This design comes from an exercise in tuning for small area, a short achievable clock period and few clock cycles per item on the open sky130 flow, not from production work. At most, simulation tests tie the RTL to the original design; equivalence was not proved. Power figures rest on the tool's default switching activity, not on a simulated workload.

// dsp_slice_top
module dsp_slice_top (
    input  logic                 w_CLK,
    input  logic                 RSTALLCARRYIN,
    input  logic                 wb_cyc,
    input  logic                 wb_stb,
    input  logic [103:0]         wb_op,
    output logic                 wb_ack,
    output logic                 res_valid,
    output logic [52:0]          res,
    input  logic                 res_ready
);
export LEC_CHECK = 0
export CAP_MARGIN = 20
export CORE_MARGIN = 2
export CORE_UTILIZATION = 50
export PLACE_DENSITY = 0.75
export SETUP_SLACK_MARGIN = 2.5
export SLEW_MARGIN = 20
export SYNTH_HIERARCHICAL = 1
export SYNTH_MINIMUM_KEEP_SIZE = 0
create_clock -name core_clock -period 7.5 [get_ports {w_CLK}]
standard.sh (not shown) runs the stock make flow with config.mk's settings and CLKGATE_MAP_FILE= SYNTH_SCRIPT=/design/flow/synth_recipe.tcl, a recipe that flattens the netlist after the stock synthesis.
==> flow/flow/run.sh <==
#!/bin/bash
# The standard layout (standard.sh: the ORFS flow and synthesis), with
# the port buffers made of plain buffers instead of ORFS's default pick.
set -euo pipefail
export BUFFER_PORTS_ARGS="-buffer_cell sky130_fd_sc_hd__buf_2"
bash standard.sh > standard.log 2>&1
Testbench counts at the start, summed over its fixed seeds: cycles 18,888, items 16,000.
Change:
- PLACE_DENSITY: 0.75 -> unset
- SETUP_SLACK_MARGIN: 2.5 -> 2.3
After rerunning:
- power came out lower by about 2.4%
- sequential share of layout area came out higher by 0.18 points
- clock skew is about the same
- core utilization came out lower by 0.43 points
- via count came out lower by 2.1%

* * *

Setup of pepper:
Another version of the RTL of dsp_slice_top (not shown whole).
Size: about 210 flip-flops, ~160 I/O pins, about 25,000 um2 of cells after synthesis.
Settings: LEC_CHECK=0, CAP_MARGIN=20, CORE_MARGIN=2, CORE_UTILIZATION=50, SETUP_SLACK_MARGIN=2.5, SLEW_MARGIN=20, SYNTH_HIERARCHICAL=1, SYNTH_MINIMUM_KEEP_SIZE=0; clock period 7.5 ns.
Scripts as last shown in full above: flow/flow/run.sh
In summary, pepper completed successfully, with a layout that passed the timing, DRC and antenna checks.
Input changes introduced in yarrow (baseline for comparison: pepper):
Settings: a change of SETUP_SLACK_MARGIN from 2.5 to 2.8; a change of CORE_UTILIZATION from 50 to 40.
[summary]
yarrow did not stop at any stage, and its layout met the timing, DRC and antenna checks. Number of standard cells in the final layout excluding fillers: yarrow vs pepper up about 8%. First-iteration DRC count on yarrow is behind pepper. When yarrow is set beside pepper, its slack of the critical path turns out to be 0.013 ns smaller. | antenna diode instance count | lower: pepper |. | global-route usage | yarrow vs pepper | 5.4 points lower |.
No run of this note included a check of the RTL's function; only the layout flow was run.

* * *

red:
Another version of the RTL of dsp_slice_top (not shown whole).
Size in the first run: roughly 210 flip-flops, roughly 160 I/O pins, about 25000 sq um of cells after synthesis.
==> flow/design.v (excerpt) <==
module dsp_slice_top (
    input  logic                 w_CLK,
    input  logic                 RSTALLCARRYIN,
    input  logic                 wb_cyc,
    input  logic                 wb_stb,
    input  logic [103:0]         wb_op,
    output logic                 wb_ack,
    output logic                 res_valid,
    output logic [52:0]          res,
    input  logic                 res_ready
);
    logic [29:0] a;
    logic [17:0] b;
    logic [47:0] c;
    logic [1:0]  x_sel, y_sel, z_sel;
    logic        sub, cin;
    assign a     = wb_op[103:74];
    assign b     = wb_op[73:56];
    assign c     = wb_op[55:8];
    assign x_sel = wb_op[7:6];
    assign y_sel = wb_op[5:4];
    assign z_sel = wb_op[3:2];
    assign sub   = wb_op[1];
    assign cin   = wb_op[0];
    logic [26:0] am;
    assign am = a[26:0];
    logic x_mult, x_ab, x_p, y_c, y_ones, z_p, z_c, z_sh;
    assign x_mult = (x_sel == 2'd1);
    assign x_p    = (x_sel == 2'd2);
    assign x_ab   = (x_sel == 2'd3);
    assign y_c    = (y_sel == 2'd1);
    assign y_ones = (y_sel == 2'd2);
    assign z_p    = (z_sel == 2'd1);
    assign z_c    = (z_sel == 2'd2);
    assign z_sh   = (z_sel == 2'd3);
    logic neg_m, x_neg, k0, k48;
    assign neg_m = x_mult & (|am) & (|b) & (am[26] ^ b[17]);
    assign x_neg = sub & (x_ab | x_p);
    assign k0    = cin ^ sub;
    assign k48   = sub ? ~(neg_m | x_neg) : neg_m;
    logic [47:0] ab, xab, yrow, zrow;
    assign ab = {a, b};
    for (genvar g = 0; g < 6; g++) begin : g_x
        dsp_xg u_xg (.x_sel(x_sel), .sub(sub), .ab(ab[8*g +: 8]), .x(xab[8*g +: 8]));
    end
    assign yrow = ({48{y_c}} & c | {48{y_ones}}) ^ {48{sub}};
    assign zrow = {48{z_c}} & c;
    logic first_q, pz;
    always_ff @(posedge w_CLK) begin
        if (RSTALLCARRYIN) begin
            first_q <= 1'b1;
        end else if (accept) begin
            first_q <= 1'b0;
        end
    end
    assign pz = first_q;
    logic s1_valid, s1_adv, s1_free, accept;
    assign s1_adv  = s1_valid & (~res_valid | res_ready);
    assign s1_free = ~s1_valid | ~res_valid | res_ready;
    assign accept  = wb_cyc & wb_stb & s1_free;
  ...
Settings: LEC_CHECK=0, CAP_MARGIN=20, CORE_MARGIN=2, CORE_UTILIZATION=50, SETUP_SLACK_MARGIN=2.5, SLEW_MARGIN=20, SYNTH_HIERARCHICAL=1, SYNTH_MINIMUM_KEEP_SIZE=0; clock period 7.5 ns.
Scripts as last shown in full above: flow/flow/run.sh
red: flow completed, timing, DRC and antenna clean
Testbench counts of red, summed over its fixed seeds: cycles 18,888, items 16,000.
Input-level comparison between blue and red:
- SETUP_SLACK_MARGIN changed from 2.5 to 3.0
==> summary.txt <==
- Across red and blue, the outcome is the same: a clean finish for every run.
- Post-place instance area for blue is higher than for red.
- Run comparison: red critical path startpoint wb_op[6]; blue critical path startpoint q_sub
- Core utilization: blue higher than red
- Taking blue over red, the area of all placed cells without fillers ratio works out to 1.08.
- For power, dividing the value from red by the value from blue gives 0.873.
- Of red and blue, red shows the higher final worst-path cycle share, with blue below it.
- The clock-pin slew on the worst setup and hold paths on red is in line with that on blue.
- Looking at minimum setup slack after placement, blue sits 0.075 ns lower than red does.

* * *

## v57
dsp_slice_top with an RTL version that a note above also has.
Size in the first run: ~2100 cells after synthesis, ~160 I/O pins, about 0.024 sq mm of cells after synthesis.
clock: 7.5 ns
lec_check: 0
cap_margin: 20
core_margin: 2
core_utilization: 50
setup_slack_margin: 2.5
slew_margin: 20
synth_hierarchical: 1
synth_minimum_keep_size: 0
==> flow/flow/run.sh <==
#!/bin/bash
# The standard layout (standard.sh: the ORFS flow and synthesis), with
# the port buffers made of plain buffers instead of ORFS's default pick.
set -euo pipefail
export BUFFER_PORTS_ARGS="-buffer_cell sky130_fd_sc_hd__buf_1"
bash standard.sh > standard.log 2>&1
Testbench counts of v57, summed over its fixed seeds: cycles 18,888, items 16,000.
## Diff of input files: v30 against v57
# v57
export LEC_CHECK = 0
export CAP_MARGIN = 20
export CORE_MARGIN = 2
export CORE_UTILIZATION = 50
export SETUP_SLACK_MARGIN = 2.5
export SLEW_MARGIN = 20
export SYNTH_HIERARCHICAL = 1
export SYNTH_MINIMUM_KEEP_SIZE = 0
create_clock -name core_clock -period 7.5 [get_ports {w_CLK}]
# v30
export LEC_CHECK = 0
export CAP_MARGIN = 20
export CORE_MARGIN = 2
export CORE_UTILIZATION = 50
export CTS_BUF_LIST = sky130_fd_sc_hd__clkbuf_8
export CTS_CLUSTER_SIZE = 40
export SETUP_SLACK_MARGIN = 2.5
export SLEW_MARGIN = 20
export SYNTH_HIERARCHICAL = 1
export SYNTH_MINIMUM_KEEP_SIZE = 0
create_clock -name core_clock -period 7.5 [get_ports {w_CLK}]
==> flow/flow/run.sh <==
#!/bin/bash
# The standard layout (standard.sh: the ORFS flow and synthesis), with
# the port buffers made of plain buffers instead of ORFS's default pick.
set -euo pipefail
export BUFFER_PORTS_ARGS="-buffer_cell sky130_fd_sc_hd__buf_2"
bash standard.sh > standard.log 2>&1
## What came out
- Compared to v57, v30 has met1 usage 0.28 points lower.
- Worst setup slack before clock tree synthesis: v30 and v57 compared, lower one is v30
- Chip width came out exactly the same in v30 and v57.
- Compared with v57, in v30 worst reg2reg path depth shows a reduction of 3; worst setup slack increased 14 ps.
The inputs of v24 differ from those of v30 as listed below.
# v30
export LEC_CHECK = 0
export CAP_MARGIN = 20
export CORE_MARGIN = 2
export CORE_UTILIZATION = 50
export CTS_BUF_LIST = sky130_fd_sc_hd__clkbuf_8
export CTS_CLUSTER_SIZE = 40
export SETUP_SLACK_MARGIN = 2.5
export SLEW_MARGIN = 20
export SYNTH_HIERARCHICAL = 1
export SYNTH_MINIMUM_KEEP_SIZE = 0
create_clock -name core_clock -period 7.5 [get_ports {w_CLK}]
# v24
export LEC_CHECK = 0
export CAP_MARGIN = 20
export CORE_MARGIN = 2
export CORE_UTILIZATION = 50
export SETUP_SLACK_MARGIN = 2.5
export SLEW_MARGIN = 20
export SYNTH_HIERARCHICAL = 1
export SYNTH_MINIMUM_KEEP_SIZE = 0
create_clock -name core_clock -period 7.5 [get_ports {w_CLK}]
==> flow/flow/run.sh <==
#!/bin/bash
# The standard layout (standard.sh: the ORFS flow and synthesis), with
# the port buffers made of plain buffers instead of ORFS's default pick.
set -euo pipefail
export BUFFER_PORTS_ARGS="-buffer_cell sky130_fd_sc_hd__buf_4"
bash standard.sh > standard.log 2>&1
## What came out
Cmp v30 and v24 / final area / lower: v30. In the tables for v30 and v24, post-route minimum period reads lower with v24. Compared with v30, v24 shows a critical path depth that is 2 lower. Delta(maximum clock skew at final layout, v24 - v30) < 0. Comparing v24 with v30, the final worst-path cycle share came out essentially unchanged.
Input-level comparison between v26 and v24:
==> flow/flow/run.sh <==
#!/bin/bash
# The standard layout (standard.sh: the ORFS flow and synthesis), with
# the port buffers made of plain buffers instead of ORFS's default pick.
set -euo pipefail
export BUFFER_PORTS_ARGS="-buffer_cell sky130_fd_sc_hd__buf_2"
bash standard.sh > standard.log 2>&1
[summary]
Between v26 and v24, it is v26 whose critical path depth is higher, by 2.
v26 vs v24 on routed wire length: v26 is the lower one.
v26 vs v24: area of all placed cells without fillers down in v26
Growth of design area from synthesis to finish: v26 and v24 compared, lower one is v26
Data required time at the worst endpoint essentially unchanged between v24 and v26.
v24 has lower number of filler cells placed in the layout than v26.
Re worst hold slack: v26 is 15 ps down on v24.
Delta(power density normalized to cell area, v26 - v24) > 0
In the reports for v26 and v24, the larger clock-buffer cell count belongs to v24.
Final critical delay including setup and external delays on v26 is down relative to v24.
Overall power consumption ended up 0.82% lower on v26 than on v24.
What v54 does differently from v26 at the input level:
# v26
export LEC_CHECK = 0
export CAP_MARGIN = 20
export CORE_MARGIN = 2
export CORE_UTILIZATION = 50
export SETUP_SLACK_MARGIN = 2.5
export SLEW_MARGIN = 20
export SYNTH_HIERARCHICAL = 1
export SYNTH_MINIMUM_KEEP_SIZE = 0
create_clock -name core_clock -period 7.5 [get_ports {w_CLK}]
# v54
export LEC_CHECK = 0
export CAP_MARGIN = 20
export CORE_MARGIN = 2
export CORE_UTILIZATION = 50
export SETUP_SLACK_MARGIN = 2.7
export SLEW_MARGIN = 20
export SYNTH_HIERARCHICAL = 1
export SYNTH_MINIMUM_KEEP_SIZE = 0
create_clock -name core_clock -period 7.5 [get_ports {w_CLK}]
==> comparison <==
Global-route usage, v54 and v26, higher one = v54.
Global-route wire length before repair for v54 is higher than for v26.
Total detailed-routing wirelength went up by a few percent going from v26 to v54.

==> what the ideal ports hide <==
The results above use ideal ports. As a check the final layouts listed here were re-extracted and re-timed, cells and wires unchanged.
Step 1, drivers: a clkbuf_16 drives w_CLK and a buf_2 each remaining input, both assumed.
Step 2 adds t to the input delays and takes it off the output delays; t is the mean of the earliest and latest rising clock arrival at the registers after step 1. Input paths then give back, and output paths get back, about the clock's delay inside the block.
Slacks: no drivers / after step 1 / after step 2; pairs: no drivers / after step 1.
run	shift t [ns]	setup slack, ns	worst register clock-pin slew, ns	worst data-port slew with drivers (ns)	pins driven straight from the clock port
the first run of note 1	0.585	2.599 / 2.618 / 2.033	0.07 / 0.07	0.05	1
the second run of note 1	0.584	2.364 / 2.390 / 1.806	0.07 / 0.07	0.05	1
pepper	0.599	2.407 / 2.407 / 2.042	0.07 / 0.07	0.12	1
yarrow	0.590	2.394 / 2.394 / 2.272	0.07 / 0.07	0.07	1
red	0.587	2.610 / 2.641 / 2.053	0.07 / 0.07	0.07	1
blue	0.575	2.827 / 2.827 / 2.481	0.07 / 0.07	0.05	1
v57	0.572	2.570 / 2.601 / 2.029	0.07 / 0.07	0.04	1
v30	0.593	2.584 / 2.612 / 2.020	0.07 / 0.07	0.06	1
v24	0.582	2.591 / 2.619 / 2.037	0.07 / 0.07	0.05	1
v26	0.586	2.634 / 2.663 / 2.077	0.07 / 0.07	0.05	1
v54	0.597	2.729 / 2.749 / 2.152	0.07 / 0.07	0.05	1
After both steps setup and hold are still met in every run listed. For v54, which loses most, drivers alone change the setup slack by +0.020 ns; drivers and shift together by -0.577 ns.
